From an optimization exercise on the open Yosys and OpenROAD flow, aimed at small area, a short achievable clock period and few clock cycles per item; shortcuts taken in it are not production practice.
In this exercise RTL edits were held to simulation tests only and were not proved equivalent to the original.
Power figures rest on the tool's default switching activity, not on a simulated workload.

### flow/config.mk
export PLATFORM = sky130hd
export DESIGN_NAME = servo_pulse_schedule_generator
export DESIGN_NICKNAME = servo_pulse_schedule_generator
export VERILOG_FILES = /design/flow/design.v
export SDC_FILE = /design/flow/constraint.sdc
export NUM_CORES = 4
export LEC_CHECK = 0
export CAP_MARGIN = 20
export CORE_MARGIN = 2
export CORE_UTILIZATION = 40
export SLEW_MARGIN = 20
### flow/constraint.sdc
create_clock -name core_clock -period 10.0 [get_ports {clk}]
set_input_delay 2.0000 -clock core_clock [delete_from_list [all_inputs] [get_ports {clk}]]
set_output_delay 2.0000 -clock core_clock [all_outputs]
set_load 0.01 [all_outputs]
### flow/design.v
package spsg_pkg;
	localparam int Channels = 12;
	localparam int FrameLen = 24;
	localparam logic signed [7:0] PosLimit = 8'sd100;
	localparam logic [15:0] LinkBit = 16'h0040;
	localparam logic [1:0] CfgStagger = 2'd0;
	localparam logic [1:0] CfgCentre = 2'd1;
	localparam logic [1:0] CfgGap = 2'd2;
	typedef struct packed {
		logic action;
		logic [7:0] channel;
		logic signed [15:0] position;
	} req_t;
	typedef struct packed {
		logic [15:0] pin_word;
		logic [15:0] duration;
		logic [4:0] command_index;
	} res_t;
	typedef enum logic [2:0] {
		ST_IDLE,
		ST_SORT,
		ST_EMIT,
		ST_OUT
	} state_t;
	function automatic logic [3:0] chan_map(input logic [3:0] ch);
		logic [3:0] r;
		begin
			case (ch)
				4'd0: r = 4'd11;
				4'd1: r = 4'd10;
				4'd2: r = 4'd9;
				4'd3: r = 4'd8;
				4'd4: r = 4'd7;
				4'd5: r = 4'd6;
				4'd6: r = 4'd5;
				4'd7: r = 4'd4;
				4'd8: r = 4'd0;
				4'd9: r = 4'd1;
				4'd10: r = 4'd2;
				4'd11: r = 4'd3;
				default: r = 4'd0;
			endcase
			chan_map = r;
		end
	endfunction
	function automatic logic [15:0] pin_bit(input logic [3:0] idx);
		logic [3:0] sh;
		begin
			sh = (idx < 4'd4) ? idx : idx + 4'd4;
			pin_bit = 16'd1 << sh;
		end
	endfunction
	function automatic logic [15:0] sat_dur(input logic signed [17:0] d);
		begin
			if (d < 18'sd1) sat_dur = 16'd1;
			else if (d > 18'sd65535) sat_dur = 16'hFFFF;
			else sat_dur = d[15:0];
		end
	endfunction
endpackage
module spsg_sorter (
	input logic clk,
	input logic arst_n,
	input logic set,
	input logic [3:0] slot,
	input logic signed [7:0] pos,
	output logic [spsg_pkg::Channels-1:0][11:0] lst_d
);
	localparam int Ch = spsg_pkg::Channels;
	logic [Ch-1:0][11:0] lst_q;
	logic [11:0] nv;
	logic [Ch-1:0] lt, m, aft, ltr;
	assign nv = {pos[7] ^ 1'b1, pos[6:0], slot};
	always_comb begin
		for (int p = 0; p < Ch; p++) begin
			lt[p] = lst_q[p] < nv;
			m[p] = lst_q[p][3:0] == slot;
		end
		aft[0] = m[0] & set;
		for (int p = 1; p < Ch; p++) aft[p] = aft[p-1] | (m[p] & set);
		for (int p = 0; p < Ch - 1; p++) ltr[p] = ~set | (aft[p] ? lt[p+1] : lt[p]);
		ltr[Ch-1] = ~set;
		for (int p = 0; p < Ch; p++) begin
			if (ltr[p]) lst_d[p] = (aft[p] && p < Ch - 1) ? lst_q[(p+1) % Ch] : lst_q[p];
			else if (p == 0 || ltr[(p+Ch-1) % Ch]) lst_d[p] = nv;
			else lst_d[p] = aft[(p+Ch-1) % Ch] ? lst_q[p] : lst_q[(p+Ch-1) % Ch];
		end
	end
	always_ff @(posedge clk or negedge arst_n) begin
		if (!arst_n) begin
			for (int p = 0; p < Ch; p++) lst_q[p] <= {8'h80, 4'(p)};
		end else begin
			lst_q <= lst_d;
		end
	end
endmodule
module servo_pulse_schedule_generator (
	input logic clk,
	input logic arst_n,
	input logic start,
	output logic busy,
	input spsg_pkg::req_t req,
	output logic done,
	output spsg_pkg::res_t res,
	input logic cfg_we,
	input logic [1:0] cfg_index,
	input logic [15:0] cfg_data
);
	localparam int Ch = spsg_pkg::Channels;
	logic [7:0] stagger_q;
	logic [11:0] centre_q;
	logic [15:0] gap_q;
	logic set_q;
	logic [3:0] slot_q;
	logic signed [7:0] pos_q;
	logic signed [15:0] clamp;
	logic [Ch-1:0][11:0] lst_d;
	logic init_q;
	logic [Ch-1:0][11:0] frm_q;
	logic [7:0] fst_q;
	logic signed [13:0] fc11_q;
	logic [15:0] fgap_q;
	logic done_q;
	logic [11:0] img_q;
	logic [15:0] dur_q;
	logic [4:0] idx_q;
	logic adv, last, first_half;
	logic [4:0] k;
	logic [11:0] bit_k;
	logic [15:0] dur_d;
	logic signed [8:0] p0, p1;
	logic signed [13:0] d11;
	logic [9:0] dm;
	assign busy = init_q;
	assign clamp = req.position > 16'sd100 ? 16'sd100 :
		(req.position < -16'sd100 ? -16'sd100 : req.position);
	always_ff @(posedge clk or negedge arst_n) begin
		if (!arst_n) set_q <= 1'b0;
		else set_q <= start && !init_q && !req.action && req.channel < 8'(Ch);
	end
	always_ff @(posedge clk) begin
		slot_q <= spsg_pkg::chan_map(req.channel[3:0]);
		pos_q <= clamp[7:0];
	end
	spsg_sorter u_sort (
		.clk(clk), .arst_n(arst_n), .set(set_q), .slot(slot_q), .pos(pos_q), .lst_d(lst_d)
	);
	always_ff @(posedge clk or negedge arst_n) begin
		if (!arst_n) begin
			stagger_q <= 8'd15;
			centre_q <= 12'd300;
			gap_q <= 16'd3000;
		end else if (cfg_we) begin
			case (cfg_index)
				spsg_pkg::CfgStagger: stagger_q <= cfg_data[7:0];
				spsg_pkg::CfgCentre: centre_q <= cfg_data[11:0];
				spsg_pkg::CfgGap: gap_q <= cfg_data;
				default: ;
			endcase
		end
	end
	assign adv = start && req.action && !init_q;
	assign k = (idx_q == 5'd23) ? 5'd0 : idx_q + 5'd1;
	assign first_half = k < 5'd12;
	assign last = k == 5'd23;
	assign p0 = 9'($signed(frm_q[0][11:4] ^ 8'h80));
	assign p1 = 9'($signed(frm_q[1][11:4] ^ 8'h80));
	assign d11 = fc11_q + 14'(p1);
	assign dm = 10'(p1 - p0) + 10'(fst_q);
	always_comb begin
		bit_k = '0;
		bit_k[frm_q[0][3:0]] = 1'b1;
		if (k < 5'd11) dur_d = (fst_q == 8'd0) ? 16'd1 : 16'(fst_q);
		else if (k == 5'd11) dur_d = (d11 < 14'sd1) ? 16'd1 : 16'(d11);
		else if (k < 5'd23) dur_d = (dm == 10'd0) ? 16'd1 : 16'(dm);
		else dur_d = (fgap_q == 16'd0) ? 16'd1 : fgap_q;
	end
	always_ff @(posedge clk or negedge arst_n) begin
		if (!arst_n) init_q <= 1'b1;
		else init_q <= 1'b0;
	end
	always_ff @(posedge clk) begin
		if (init_q || (adv && last)) begin
			frm_q <= lst_d;
			fst_q <= stagger_q;
			fc11_q <= $signed({2'b0, centre_q}) - 14'(stagger_q) * 14'sd11;
			fgap_q <= gap_q;
		end else if (adv) begin
			frm_q <= {frm_q[0], frm_q[Ch-1:1]};
		end
	end
	always_ff @(posedge clk or negedge arst_n) begin
		if (!arst_n) begin
			done_q <= 1'b0;
			img_q <= '0;
			idx_q <= 5'd23;
		end else begin
			done_q <= adv;
			if (adv) begin
				img_q <= first_half ? (img_q | bit_k) : (img_q & ~bit_k);
				idx_q <= k;
			end
		end
	end
	always_ff @(posedge clk) begin
		if (adv) dur_q <= dur_d;
	end
	assign done = done_q;
	assign res = {img_q[11:4], 4'b0100, img_q[3:0], dur_q, idx_q};
endmodule
### flow/run.sh
#!/bin/bash
# synth_recipe.tcl (not shown) runs the flow's synth.tcl, then flattens the netlist and writes it again
# the make line also repeats each setting of config.mk as NAME=value (left out here)
make -C /OpenROAD-flow-scripts/flow DESIGN_CONFIG=/design/flow/config.mk WORK_HOME=/design/flow/orfs CLKGATE_MAP_FILE= SYNTH_SCRIPT=/design/flow/synth_recipe.tcl finish
==> impl_metrics.py, run 1 <==
metrics = {
    "run_status": {
        "status": "timing/DRC/antenna clean",
    },
    "clock_tree": {
        "clock_latency_ns": 0.59,
        "h-tree-depth": 2,
        "post_cts_resized": 0,
        "cts_buffer_depth": 3,
        "cts_tree": "done",
        "post-cts-setup-buffer-count": 0,
        "clock_sinks": 409,
        "cts_made_buffers": 46,
        "cts_root_buf": "clkbuf_16",
        "cts_hold_buffers": 0,
        "clk_pin_slew_worst_paths_ns": 0.06,
    },
    "final_layout": {
        "final_util": 0.4604,
        "num_antenna_cells": 0,
        "final_area_sq_mm": 0.02852,
        "syn2layout_area_growth_pct": 13.41,
        "nets": 2561,
        "stdcell_count": 3166,
        "drive_above_1_share": 0.2061,
    },
    "placed_design": {
        "placed_cell_area_sq_mm": 0.02699,
        "dp_cells": 3079,
        "gp_congestion": 0.8685,
        "hpwl_microns": 50820,
        "io_buffers": 81,
    },
    "logic_synthesis": {
        "synth_edf_count": 197,
        "synth_top_cell_area_share": 0.2353,
        "synthFlopType": "edfxtp_1",
        "yosysTopAreaCell": "edfxtp_1",
        "async_flop_share": 0.4890,
        "ys_warn_count": 2,
        "synth_cell_types": 78,
        "synthTopCellsByArea": "edfxtp_1 (24%), dfrtp_1 (15%), mux2_2 (12%)",
        "syn_area_sq_mm": 0.02515,
        "synth_cells": 2220,
        "seq_area_frac_synth": 0.4464,
        "avgSynthCellArea_sq_um": 11.33,
        "synthTopCellsByCount": "mux2_2 (269), ha_1 (200), edfxtp_1 (197), nand2_1 (158), mux2i_1 (157)",
        "yosys_register_bits": 409,
        "yosysMostFrequentCell": "mux2_2",
    },
    "pwr": {
        "p_seq_frac": 0.410,
        "power_density_mw_per_mm2": 184.2,
        "switchingPower_mw": 1.625,
        "power_mw": 5.253,
        "sw_frac_of_total": 0.3094,
        "p_int_mw": 3.628,
        "ir_drop_uv": 173.4,
        "power.share.clock": 0.324,
        "comb_power_share": 0.266,
        "power.leakage_nw": 12.41,
    },
    "critical_path": {
        "endpoint_kind": "flop",
        "crit_arrival_ns": 6.02,
        "worst-setup-path-type": "in2reg",
        "cp_max_fo": 100,
        "required_ns": 10.33,
        "cp-start-kind": "primary input",
    },
    "floorplan": {
        "die_x_microns": 254.7,
        "die-area_sq_mm": 0.06488,
        "initial_core_util": 0.4060,
        "pin_count": 86,
        "num_rows": 91,
        "die_y_microns": 254.7,
        "core_area_sq_mm": 0.06194,
    },
    "timing": {
        "worst_pin_slew_ns": 1.100,
        "rsz0062_at_grt": "false",
        "setup-tns-final_ns": 0,
        "slew_violations": 0,
        "hold_violations": 0,
        "timing.fmax_mhz": 175.8,
        "setup_viol": 0,
        "maxSlewHeadroom": 0.2638,
        "finalCritPeriodShare": 0.5688,
        "fin_skew_ns": 0.02596,
        "period_needed_ns": 5.688,
    },
    "global_route": {
        "grt_use_total": 0.2215,
        "grt_first_pass_wirelength_microns": 110700,
        "grt_pass1_vias": 18630,
        "overflow": 0,
        "antenna_found_initial": 0,
        "grt_max_degree": 120,
    },
    "min_path": {
        "hp-class": "reg2reg",
    },
    "route": {
        "wire_per_inst_microns": 22.40,
        "ant_nets": 0,
        "route.vias.total": 18120,
        "drc": 0,
        "detail_route.iter0.violations": 1290,
        "drtPass1Iterations": 6,
        "totalWireLength_microns": 70910,
        "routed_via_density": 5.724,
    },
    "run": {
        "maxCapViolCount": 0,
    },
}
## worst max-delay path, stage by stage
cell and delay [ns]:
clkdlybuf4s50_1 0.48, nand3b_1 0.30, inv_2 0.53, a41oi_4 0.15, buf_4 0.31, inv_6 0.78, buf_4 0.92, mux2_2 0.43
## power groups by stage
stage | registers, mW | clock network, mW | logic [mW]
global route | 2.17 | 1.81 | 1.58
floorplan | 2.13 | 0 | 0.992
finish | 2.15 | 1.70 | 1.40
CTS | 2.15 | 1.74 | 1.40
global placement | 2.18 | 0 | 1.34
detailed placement | 2.18 | 0 | 1.39
## worst paths after layout
path | cells past startpoint | from | slack (ns) | end
max in group asynchronous | 2 | arst_n | 7.34 | u_sort.lst_q[104]$_DFF_PN0_
min | 0 | gap_q[14]$_DFFE_PN0P_ | 0.45 | fgap_q[14]$_DFFE_PN_
max | 8 | req[24] | 4.31 | frm_q[31]$_DFFE_PP_
min reg2reg | 0 | gap_q[14]$_DFFE_PN0P_ | 0.45 | fgap_q[14]$_DFFE_PN_
max reg2reg | 11 | slot_q[1]$_DFF_P_ | 4.89 | frm_q[94]$_DFFE_PP_
min in group asynchronous | 1 | arst_n | 1.43 | gap_q[10]$_DFFE_PN0P_
## layer usage
metal | track usage | vias to the layer above | share of wire
met5 | 0 | - | 0
met4 | 0.07168 | 0 | 0.030
met3 | 0.02888 | 116 | 0.050
met2 | 0.3682 | 523 | 0.48
met1 | 0.2995 | 9069 | 0.44
li1 | - | 8415 | -
## through the flow
| step | hold WS (ns) | worst slack (ns) |
|---|---|---|
| 2_1_floorplan | 0.4194 | 3.926 |
| 3_3_place_gp | 0.4317 | 3.830 |
| 3_5_place_dp | 0.4328 | 3.728 |
| 4_1_cts | 0.4470 | 4.333 |
| 5_1_grt | 0.4525 | 4.109 |
| 6_report | 0.4486 | 4.312 |
## layout make-up
| cell class | count | area (sq um) |
|---|---|---|
| inverter | 105 | 399.1 |
| fill | 5647 | 33420 |
| multi-input combinational | 1607 | 13180 |
| timing repair buffer | 122 | 1162 |
| sequential | 409 | 11230 |
| clock inverter | 18 | 212.7 |
| clock buffer | 68 | 1285 |
| tap | 837 | 1047 |
## cell usage in the layout, fill, tap and decap left out, types with 14 or more instances in the layout
cell type	n
nor3b_1	19
o22ai_1	26
a31o_2	24
nor3_1	15
clkbuf_16	47
ha_1	200
nor4_1	14
xnor2_1	16
mux2_2	269
and3_1	16
dfrtp_1	147
o21a_1	21
dfstp_2	52
edfxtp_1	197
and2_1	17
o31ai_1	42
inv_1	102
clkdlybuf4s50_1	80
clkbuf_1	18
nor2_1	116
a211oi_1	21
a21oi_1	114
fa_1	23
buf_4	38
mux2i_1	155
nand2_1	158
o21ai_0	111
nand2b_1	20
nor2b_1	15
nand3_1	21
## sequential cells by signal (all words and copies together) (netlist names), named ones only
register	count
centre_q	12
done_q	1
dur_q	16
fc11_q	13
fgap_q	16
frm_q	144
fst_q	8
gap_q	16
idx_q	5
init_q	1
pos_q	8
set_q	1
slot_q	4
stagger_q	8
u_sort.lst_q	144
## kinds of logic after synthesis
logic type	after synthesis	share of synthesized area
compound gates	461	0.1174
simple gates	459	0.08807
mux	431	0.1866
flops	409	0.4464
fa+ha+maj	223	0.1178
buf+inv	207	0.03354
xor+xnor	28	0.009752
other cells	2	0.0002987
Testbench counts, summed over its fixed seeds: cycles 2,992, requests 2,976.
==> inputs of run 2 (changes only) <==
--- a/flow/config.mk
+++ b/flow/config.mk
@@ -7,2 +7,3 @@
 export LEC_CHECK = 0
+export ABC_CLOCK_PERIOD_IN_PS = 3000
 export CAP_MARGIN = 20
@@ -10,2 +11,3 @@
 export CORE_UTILIZATION = 40
+export SETUP_SLACK_MARGIN = 5
 export SLEW_MARGIN = 20
==> run 2 against run 1 <==
Non-clock buffer count up 9. Routed wire length up 2.7%. Final area up 0.34%. Global-route usage up 0.56 points. Worst setup slack better by 0.87 ns. Sequential share of layout area down 0.13 points. Utilization up 0.16 points. Combinational power about the same. Final cell count up 0.38%.
==> impl_metrics.py, run 2 <==
metrics = {
    "run_status": {
        "status": "timing/DRC/antenna clean",
    },
    "final_layout": {
        "final_common_cell": "mux2_2",
        "layout_common_cells": "mux2_2 (269), ha_1 (200), edfxtp_1 (197), nand2_1 (158), mux2i_1 (155)",
        "stdcell_count": 3178,
        "drive_above_1_share": 0.2114,
        "final_area_sq_mm": 0.02861,
        "final_util": 0.4620,
        "num_antenna_cells": 0,
        "syn2layout_area_growth_pct": 13.79,
        "reg.largest.list": "frm_q (144), u_sort.lst_q (144)",
        "nets": 2572,
    },
    "route": {
        "drtPass1Iterations": 5,
        "totalWireLength_microns": 72860,
        "detail_route.iter0.violations": 1549,
        "routed_via_density": 5.715,
        "drc": 0,
        "wire_per_inst_microns": 22.93,
        "ant_nets": 0,
        "route.vias.total": 18160,
    },
    "logic_synthesis": {
        "synth_top_cell_area_share": 0.2353,
        "yosysTopAreaCell": "edfxtp_1",
        "seq_area_frac_synth": 0.4464,
        "synthTopCellsByCount": "mux2_2 (269), ha_1 (200), edfxtp_1 (197), nand2_1 (158), mux2i_1 (157)",
        "synth_cell_types": 78,
        "synthFlopType": "edfxtp_1",
        "synth_cells": 2220,
        "yosysMostFrequentCell": "mux2_2",
        "ys_warn_count": 2,
        "yosys_register_bits": 409,
        "async_flop_share": 0.4890,
        "syn_area_sq_mm": 0.02515,
        "avgSynthCellArea_sq_um": 11.33,
        "synth_edf_count": 197,
        "synthTopCellsByArea": "edfxtp_1 (24%), dfrtp_1 (15%), mux2_2 (12%)",
    },
    "timing": {
        "hold_violations": 0,
        "timing.fmax_mhz": 207.6,
        "holdWs_ns": 0.4478,
        "setup-tns-final_ns": 0,
        "rsz0062_at_grt": "true",
        "setup_viol": 0,
        "period_needed_ns": 4.817,
        "fin_skew_ns": 0.02905,
        "slew_violations": 0,
        "finalCritPeriodShare": 0.4817,
        "worst_pin_slew_ns": 1.106,
        "maxSlewHeadroom": 0.2617,
    },
    "placed_design": {
        "placed_cell_area_sq_mm": 0.02701,
        "dp_cells": 3083,
        "hpwl_microns": 51750,
        "gp_congestion": 0.8663,
        "io_buffers": 81,
    },
    "floorplan": {
        "num_rows": 91,
        "core_area_sq_mm": 0.06194,
        "die-area_sq_mm": 0.06488,
        "initial_core_util": 0.4060,
        "die_x_microns": 254.7,
        "die_y_microns": 254.7,
        "pin_count": 86,
    },
    "clock_tree": {
        "cts_made_buffers": 47,
        "clk_pin_slew_worst_paths_ns": 0.06,
        "cts_root_buf": "clkbuf_16",
        "clock_sinks": 409,
        "h-tree-depth": 2,
        "cts_buffer_depth": 3,
        "clock_latency_ns": 0.60,
        "cts_tree": "done",
    },
    "min_path": {
        "hold_depth": 0,
        "hold_path_end": "fgap_q[6]$_DFFE_PN_",
        "hp-class": "reg2reg",
        "min_from": "gap_q[6]$_DFFE_PN0P_",
    },
    "critical_path": {
        "worst-setup-path-type": "in2reg",
        "reg2reg_depth": 13,
        "cp_max_fo": 75,
        "r2r-start": "slot_q[1]$_DFF_P_",
        "endpoint_kind": "flop",
        "rrSetupSlack_ns": 5.20,
        "cp-start-kind": "primary input",
        "required_ns": 10.34,
        "timing.rr.end": "frm_q[111]$_DFFE_PP_",
        "crit_arrival_ns": 5.16,
    },
    "global_route": {
        "met2_usage": 0.3642,
        "overflow": 0,
        "grt_max_degree": 128,
        "grt_first_pass_wirelength_microns": 112700,
        "grt_pass1_vias": 18680,
        "grt_busiest_layer": "met2",
        "grt_use_met3": 0.03552,
        "use_met1": 0.3115,
        "antenna_found_initial": 1,
        "grt_use_total": 0.2271,
    },
    "pwr": {
        "power_density_mw_per_mm2": 183.4,
        "power.leakage_nw": 12.44,
        "ir_drop_uv": 182.4,
    },
    "run": {
        "maxCapViolCount": 0,
    },
}
## run 2: cell counts after synthesis
Identical to the previous run, type by type.
## run 2: final cells by class
type,count,area [sq um]
Fill cell,5678,33330
Multi-Input combinational cell,1608,13220
Sequential cell,409,11230
Clock buffer,75,1353
Timing Repair Buffer,131,1214
Tap cell,837,1047
Inverter,105,419.2
Clock inverter,13,133.9
## run 2: stage by stage
| step | power (mW) | setup WS [ns] |
|---|---|---|
| 5_1_grt | 5.546 | 4.991 |
| 4_1_cts | 5.279 | 5.020 |
| 2_1_floorplan | 3.120 | 5.065 |
| 3_5_place_dp | 3.569 | 3.980 |
| 3_3_place_gp | 3.528 | 4.098 |
| 6_report | 5.247 | 5.183 |
## run 2: repair_timing
item | CTS | global route
setup endpoints to repair | 114 | 104
gates cloned | 0 | 1
pin swaps | 0 | 1
buffers inserted | 1 | 5
resized for setup | 5 | 10
hold buffers | 0 | 0
## run 2: logic make-up after synthesis
logic type / Yosys count / share of synthesized area
AND/OR/NAND/NOR: 459 / 0.08807
XOR/XNOR: 28 / 0.009752
other: 2 / 0.0002987
adder cells (fa/ha/maj): 223 / 0.1178
buffers and inverters: 207 / 0.03354
flip-flops: 409 / 0.4464
multiplexers: 431 / 0.1866
AO/OA/AOI/OAI: 461 / 0.1174
## run 2: worst max-delay path, cell delays in order
cell and delay [ns]:
clkdlybuf4s50_1 0.44, nand3b_1 0.33, clkinv_2 0.47, a41oi_4 0.26, buf_4 0.51, inv_16 0.24
nand2_1 0.43, inv_1 0.08, a221o_1 0.30
## run 2: power breakdown
part	internal, mW	leakage (nW)	switching [mW]
Combinational	0.618	7.07	0.778
Sequential	2.02	4.65	0.134
Clock	0.980	0.723	0.721
## run 2: layer usage
layer | part of all wire | vias up
li1 | - | 8441
met3 | 0.055 | 144
met5 | 0 | -
met4 | 0.035 | 0
met2 | 0.47 | 569
met1 | 0.44 | 9007
## run 2: how the worst max path moves through the flow
stage | from | to | slack, ns | cells past startpoint
2_1_floorplan | start | frm_q[10]$_DFFE_PP_ | 5.07 | 7
3_5_place_dp | req[24] | frm_q[59]$_DFFE_PP_ | 3.98 | 8
6_report | req[24] | frm_q[143]$_DFFE_PP_ | 5.18 | 9
5_1_grt | req[24] | frm_q[143]$_DFFE_PP_ | 4.99 | 9
3_3_place_gp | req[24] | frm_q[71]$_DFFE_PP_ | 4.10 | 8
4_1_cts | req[24] | frm_q[36]$_DFFE_PP_ | 5.02 | 8

[what the ideal ports hide]
The flow's constraints put no driver on any port. The routed layouts listed below were extracted and timed again, unchanged, in two steps.
Step 1 sets driving cells, clkbuf_16 on the clock port and buf_2 on the other inputs (assumed; they add their load-dependent delay and slew).
Step 2 moves the port delays by t, midway between the first and last clock arrival at a register: inputs arrive t later, outputs are due t later. That takes back most of the time a late clock gives input paths.
a / b / c = ideal / step 1 / step 2; a / b = the first two.
| run | shift t [ns] | setup WS [ns] | worst slew at a driven data input, ns |
|---|---|---|---|
| run 1 | 0.640 | 4.312 / 4.347 / 3.707 | 0.04 |
| run 2 | 0.651 | 5.183 / 5.204 / 4.569 | 0.04 |
After both steps every run listed still meets setup and hold. For run 2, which loses most, drivers alone change the setup slack by +0.021 ns; drivers and shift together by -0.614 ns.
